This design comes from an exercise in tuning for small area, a short achievable clock period and few clock cycles on the open sky130 flow, not from production work.
RTL that was checked went through simulation tests only; none was proved equivalent to the original.
Power and IR drop assume default switching activity.

Setup of run A:
==> flow/design.v <==
module lif_update_unit #(
  parameter int unsigned LANES      = 16,
  parameter int unsigned DW         = 32,
  parameter int unsigned AW         = 5,
  parameter int unsigned LEAK_SHIFT = 4
) (
  input  logic                clk,
  input  logic                rst,
  input  logic                start,
  input  logic [AW-1:0]       base_addr,
  input  logic [LANES*DW-1:0] cur_in,
  input  logic [LANES*DW-1:0] vol_in,
  input  logic [DW-1:0]       vt_in,
  input  logic                stall,
  output logic                busy,
  output logic                done,
  output logic                wb_we,
  output logic [AW-1:0]       wb_wa,
  output logic [DW-1:0]       wb_wd,
  output logic [LANES-1:0]    spike_out,
  output logic [4:0]          spike_cnt
);
  logic [LANES*DW-1:0] snap_v, snap_c;
  logic [DW-1:0]       vt_r;
  logic [AW-1:0]       base_r;
  logic                pend;           
  logic [LANES-1:0]    sel;            
  logic                val1, first1, last1;
  logic [DW-1:0]       v1, c1;
  logic                val2, first2, last2;
  logic [DW:0]         s2;
  logic [DW-1:0]       t2;
  logic                full, last_o;
  logic [DW-1:0] v_s, c_s;
  always_comb begin
    v_s = '0;
    c_s = '0;
    for (int i = 0; i < LANES; i++) begin
      v_s = v_s | ({DW{sel[i]}} & snap_v[DW*i +: DW]);
      c_s = c_s | ({DW{sel[i]}} & snap_c[DW*i +: DW]);
    end
  end
  logic [DW:0] xa, xb, xc, sum1, car1, s_1;
  always_comb begin
    xa   = {v1[DW-1], v1};
    xb   = ~{{(LEAK_SHIFT+1){v1[DW-1]}}, v1[DW-1:LEAK_SHIFT]};
    xc   = {c1[DW-1], c1};
    sum1 = xa ^ xb ^ xc;
    car1 = {((xa[DW-1:0] & xb[DW-1:0]) | (xa[DW-1:0] & xc[DW-1:0]) |
             (xb[DW-1:0] & xc[DW-1:0])), 1'b1};
    s_1  = sum1 + car1;
  end
  logic          fire2, negovf;
  logic [DW-1:0] wd2;
  always_comb begin
    fire2  = ($signed(s2) >= $signed({t2[DW-1], t2})) |
             (t2 == {1'b1, {(DW-1){1'b0}}});
    negovf = s2[DW] & ~s2[DW-1];
    wd2 = fire2 ? '0 : (negovf ? {1'b1, {(DW-1){1'b0}}} : s2[DW-1:0]);
  end
  logic [4:0] cnt_base, cnt_inc;
  always_comb begin
    cnt_base = first2 ? 5'd0 : spike_cnt;
    cnt_inc  = cnt_base + 5'd1;
  end
  logic adv, rd, acc;
  logic pend_n, full_n, we_n, last_o_n;
  logic [LANES-1:0] sel_n;
  always_comb begin
    acc    = start & ~busy;
    adv    = ~full | wb_we;
    rd     = adv & pend;
    pend_n = acc ? 1'b1 : ((rd && sel[LANES-1]) ? 1'b0 : pend);
    sel_n  = acc ? LANES'(1) : (rd ? {sel[LANES-2:0], sel[LANES-1]} : sel);
    full_n = adv ? val2 : full;
    last_o_n = (adv && val2) ? last2 : last_o;
    we_n   = full_n & ~stall;
  end
  always_ff @(posedge clk) begin
    if (~busy) begin
      snap_v <= vol_in;
      snap_c <= cur_in;
      vt_r   <= vt_in;
      base_r <= base_addr;
    end
    if (adv) begin
      v1     <= v_s;
      c1     <= c_s;
      first1 <= sel[0];
      last1  <= sel[LANES-1];
      s2     <= s_1;
      if (first1) t2 <= vt_r;
      first2 <= first1;
      last2  <= last1;
      if (val2) begin
        wb_wd <= wd2;
        wb_wa <= first2 ? base_r : wb_wa + 1'b1;
      end
    end
    last_o <= last_o_n;
    sel    <= sel_n;
  end
  always_ff @(posedge clk) begin
    if (rst) begin
      pend      <= 1'b0;
      val1      <= 1'b0;
      val2      <= 1'b0;
      full      <= 1'b0;
      wb_we     <= 1'b0;
      done      <= 1'b0;
      busy      <= 1'b0;
      spike_out <= '0;
      spike_cnt <= '0;
    end else begin
      pend <= pend_n;
      if (adv) begin
        val1 <= pend;
        val2 <= val1;
        if (val2) begin
          spike_out <= {fire2, spike_out[LANES-1:1]};
          spike_cnt <= fire2 ? cnt_inc : cnt_base;
        end
      end
      full  <= full_n;
      wb_we <= we_n;
      done  <= we_n & last_o_n;
      busy  <= pend_n & ~(sel_n[LANES-1] & (~full_n | we_n));
    end
  end
endmodule
==> flow/config.mk <==
export PLATFORM = sky130hd
export DESIGN_NAME = lif_update_unit
export DESIGN_NICKNAME = lif_update_unit
export VERILOG_FILES = /design/flow/design.v
export SDC_FILE = /design/flow/constraint.sdc
export NUM_CORES = 4
export LEC_CHECK = 0
export CAP_MARGIN = 20
export CORE_MARGIN = 2
export CORE_UTILIZATION = 40
export SLEW_MARGIN = 20
==> flow/constraint.sdc <==
create_clock -name core_clock -period 10.0 [get_ports {clk}]
set_input_delay 2.0000 -clock core_clock [delete_from_list [all_inputs] [get_ports {clk}]]
set_output_delay 2.0000 -clock core_clock [all_outputs]
set_load 0.01 [all_outputs]
standard.sh (not shown) runs the stock make flow with config.mk's settings and CLKGATE_MAP_FILE= SYNTH_SCRIPT=/design/flow/synth_recipe.tcl, a recipe that flattens the netlist after the stock synthesis.
==> flow/flow/run.sh <==
#!/bin/bash
# Standard ORFS layout with smaller input-port buffers, a smaller clock tree
# (no dummy loads, clkbuf_4/8) and a tighter internal repair target (the SDC
# is the standard flow's own, unchanged). Each tool's output is in orfs/logs; make's own
# output is in flow_standard.log.
set -euo pipefail
export BUFFER_PORTS_ARGS="-buffer_cell sky130_fd_sc_hd__buf_1"
export SETUP_SLACK_MARGIN=6.8
export ABC_CLOCK_PERIOD_IN_PS=3300
export ABC_AREA=1
export CTS_ARGS="-sink_clustering_enable -repair_clock_nets -dont_use_dummy_load -sink_clustering_size 26 -sink_clustering_max_diameter 90 -root_buf sky130_fd_sc_hd__clkbuf_16 -buf_list {sky130_fd_sc_hd__clkbuf_8 sky130_fd_sc_hd__clkbuf_16}"
bash standard.sh > flow_standard.log 2>&1
Run A: PASS, flow complete, no timing, DRC or antenna violations
Testbench counts of run A, summed over its fixed seeds: cycles 19,232.
Input-level comparison between run B and run A:
--- a/flow/flow/run.sh
+++ b/flow/flow/run.sh
@@ -8,5 +8,4 @@
 export SETUP_SLACK_MARGIN=6.8
 export ABC_CLOCK_PERIOD_IN_PS=3300
-export ABC_AREA=1
-export CTS_ARGS="-sink_clustering_enable -repair_clock_nets -dont_use_dummy_load -sink_clustering_size 26 -sink_clustering_max_diameter 90 -root_buf sky130_fd_sc_hd__clkbuf_16 -buf_list {sky130_fd_sc_hd__clkbuf_8 sky130_fd_sc_hd__clkbuf_16}"
+export CTS_ARGS="-sink_clustering_enable -repair_clock_nets -dont_use_dummy_load -sink_clustering_size 20 -sink_clustering_max_diameter 80 -root_buf sky130_fd_sc_hd__clkbuf_16 -buf_list {sky130_fd_sc_hd__clkbuf_8 sky130_fd_sc_hd__clkbuf_16}"
 bash standard.sh > flow_standard.log 2>&1
## What came out
- Run B did not stop at any stage, and its layout met the timing, DRC and antenna checks.
- Cmp run A and run B / final core utilization / lower: run A
- Run B ended up with a lower post-route cell area than run A did.
- The final reports for run B and run A show non-clock buffer count in the final layout higher in the former.
- Of run B and run A, it is run B that has the lower synthesized-area fraction occupied by and/or/nand/nor cells.
- Comparing run B with run A, the post-synthesis adder-cell area fraction came out essentially unchanged.
- The via count reported for run B is lower than the one for run A.
--- input diff run B..run C ---
--- a/flow/flow/run.sh
+++ b/flow/flow/run.sh
@@ -8,4 +8,6 @@
 export SETUP_SLACK_MARGIN=6.8
 export ABC_CLOCK_PERIOD_IN_PS=3300
+export ABC_AREA=1
+export PLACE_DENSITY=0.72
 export CTS_ARGS="-sink_clustering_enable -repair_clock_nets -dont_use_dummy_load -sink_clustering_size 20 -sink_clustering_max_diameter 80 -root_buf sky130_fd_sc_hd__clkbuf_16 -buf_list {sky130_fd_sc_hd__clkbuf_8 sky130_fd_sc_hd__clkbuf_16}"
 bash standard.sh > flow_standard.log 2>&1
The final layout from run C, which completed every stage, passed the timing, DRC and antenna checks at the end of the flow.
Of the two values seen for critical path class, reg2reg was produced by run B and reg2out by run C.
Looking at worst-case vdd ir drop, run C sits about 70% above run B.
End-of-flow core utilization: run C lower than run B
Aggregate global-route resource usage sits lower in run C than in run B.
Run C vs run B: final critical-path share of the clock period down in run C
> inputs changed (run C -> run D)
--- a/flow/flow/run.sh
+++ b/flow/flow/run.sh
@@ -9,5 +9,4 @@
 export ABC_CLOCK_PERIOD_IN_PS=3300
 export ABC_AREA=1
-export PLACE_DENSITY=0.72
 export CTS_ARGS="-sink_clustering_enable -repair_clock_nets -dont_use_dummy_load -sink_clustering_size 20 -sink_clustering_max_diameter 80 -root_buf sky130_fd_sc_hd__clkbuf_16 -buf_list {sky130_fd_sc_hd__clkbuf_8 sky130_fd_sc_hd__clkbuf_16}"
 bash standard.sh > flow_standard.log 2>&1
==> notes.md <==
The global-route wire length before repair of run D was inferior to that of run C. From run C to run D, overall overflow remaining after global route did not move at all. In the reports for run D and run C, the smaller met1 wire length belongs to run C. Measured against each other, run D and run C differ in final critical-path share of the clock period, the lower figure coming from run D. Re largest incremental delay on the critical path: run D is 20 ps down on run C. [diff] clock period minus final worst setup slack, run D relative to run C: improvement. Total power of run D is lower than that of run C. Summary — fraction of area in non-clock buffers, run D relative to run C: lower, by 0.21 points.

---

lif_update_unit, a different RTL version from the one above (not shown whole).
Size: about 3000 cells after synthesis, about 49000 µm² of cells after synthesis.
Settings: LEC_CHECK=0, CAP_MARGIN=20, CORE_MARGIN=2, CORE_UTILIZATION=65, SLEW_MARGIN=20; clock period 10.0 ns.
==> flow/flow/run.sh <==
#!/bin/bash
# Standard ORFS layout with smaller input-port buffers and a tighter internal
# repair target (the SDC is the standard flow's own, unchanged).
set -euo pipefail
export BUFFER_PORTS_ARGS="-buffer_cell sky130_fd_sc_hd__buf_1"
export SETUP_SLACK_MARGIN=6.8
export ABC_CLOCK_PERIOD_IN_PS=3300
bash standard.sh > flow_standard.log 2>&1
The baseline aborted during I/O pin placement (3_2_place_iop), error PPL-0024.
Edit:
==> flow/flow/run.sh (replaced) <==
#!/bin/bash
# Standard ORFS layout with smaller input-port buffers, a smaller clock tree
# (no dummy loads, clkbuf_4/8) and a tighter internal repair target (the SDC
# is the standard flow's own, unchanged). Each tool's output is in orfs/logs; make's own
# output is in flow_standard.log.
set -euo pipefail
export BUFFER_PORTS_ARGS="-buffer_cell sky130_fd_sc_hd__buf_1"
export SETUP_SLACK_MARGIN=6.8
export ABC_CLOCK_PERIOD_IN_PS=3300
export CTS_ARGS="-sink_clustering_enable -repair_clock_nets -dont_use_dummy_load -root_buf sky130_fd_sc_hd__clkbuf_16 -buf_list {sky130_fd_sc_hd__clkbuf_4 sky130_fd_sc_hd__clkbuf_8}"
bash standard.sh > flow_standard.log 2>&1
Settings changed: CORE_UTILIZATION 65 to 40.
The changed run finished with timing, DRC and antenna clean. Synthesized area does not change. Synthesized cell count is unchanged.
Edit:
==> flow/flow/run.sh (replaced) <==
#!/bin/bash
# Standard ORFS layout with smaller input-port buffers and a tighter internal
# repair target (the SDC is the standard flow's own, unchanged).
set -euo pipefail
export BUFFER_PORTS_ARGS="-buffer_cell sky130_fd_sc_hd__buf_1"
export SETUP_SLACK_MARGIN=6.8
export ABC_CLOCK_PERIOD_IN_PS=3300
bash standard.sh > flow_standard.log 2>&1
=>
- non-clock buffer count drops by 21
- wire length is lower slightly
- setup slack improved by 36 ps
- global-route usage shrinks by 0.43 points
- power goes up by a little under a tenth
No run of this note included a check of the RTL's function; only the layout flow was run.

==> what the ideal ports hide <==
The results above use ideal ports. As a check the final layouts listed here were re-extracted and re-timed, cells and wires unchanged.
Step 1, drivers: a clkbuf_16 drives clk and a buf_2 each remaining input, both assumed.
Step 2, shift: input delay + t, output delay - t, t = (earliest + latest rising clock arrival at the registers) / 2. This alone moves slack from input paths to output paths.
Slacks: ideal / step 1 / step 2; pairs: ideal / step 1.
| run | t (ns) | slack for setup (ns) | pins driven straight from the clock port |
|---|---|---|---|
| run A | 0.781 | 6.739 / 6.661 / 6.718 | 1 |
| run B | 0.725 | 6.545 / 6.545 / 6.545 | 1 |
| run C | 0.733 | 6.722 / 6.643 / 6.773 | 1 |
| run D | 0.724 | 6.754 / 6.676 / 6.748 | 1 |
| the second run of note 2 | 0.831 | 6.106 / 6.106 / 6.106 | 1 |
| the third run of note 2 | 0.842 | 6.142 / 6.142 / 6.142 | 1 |
After both steps every run listed still meets setup and hold. The setup slack of run A, which loses most, moves by -0.078 ns with the drivers and by -0.021 ns with both steps.
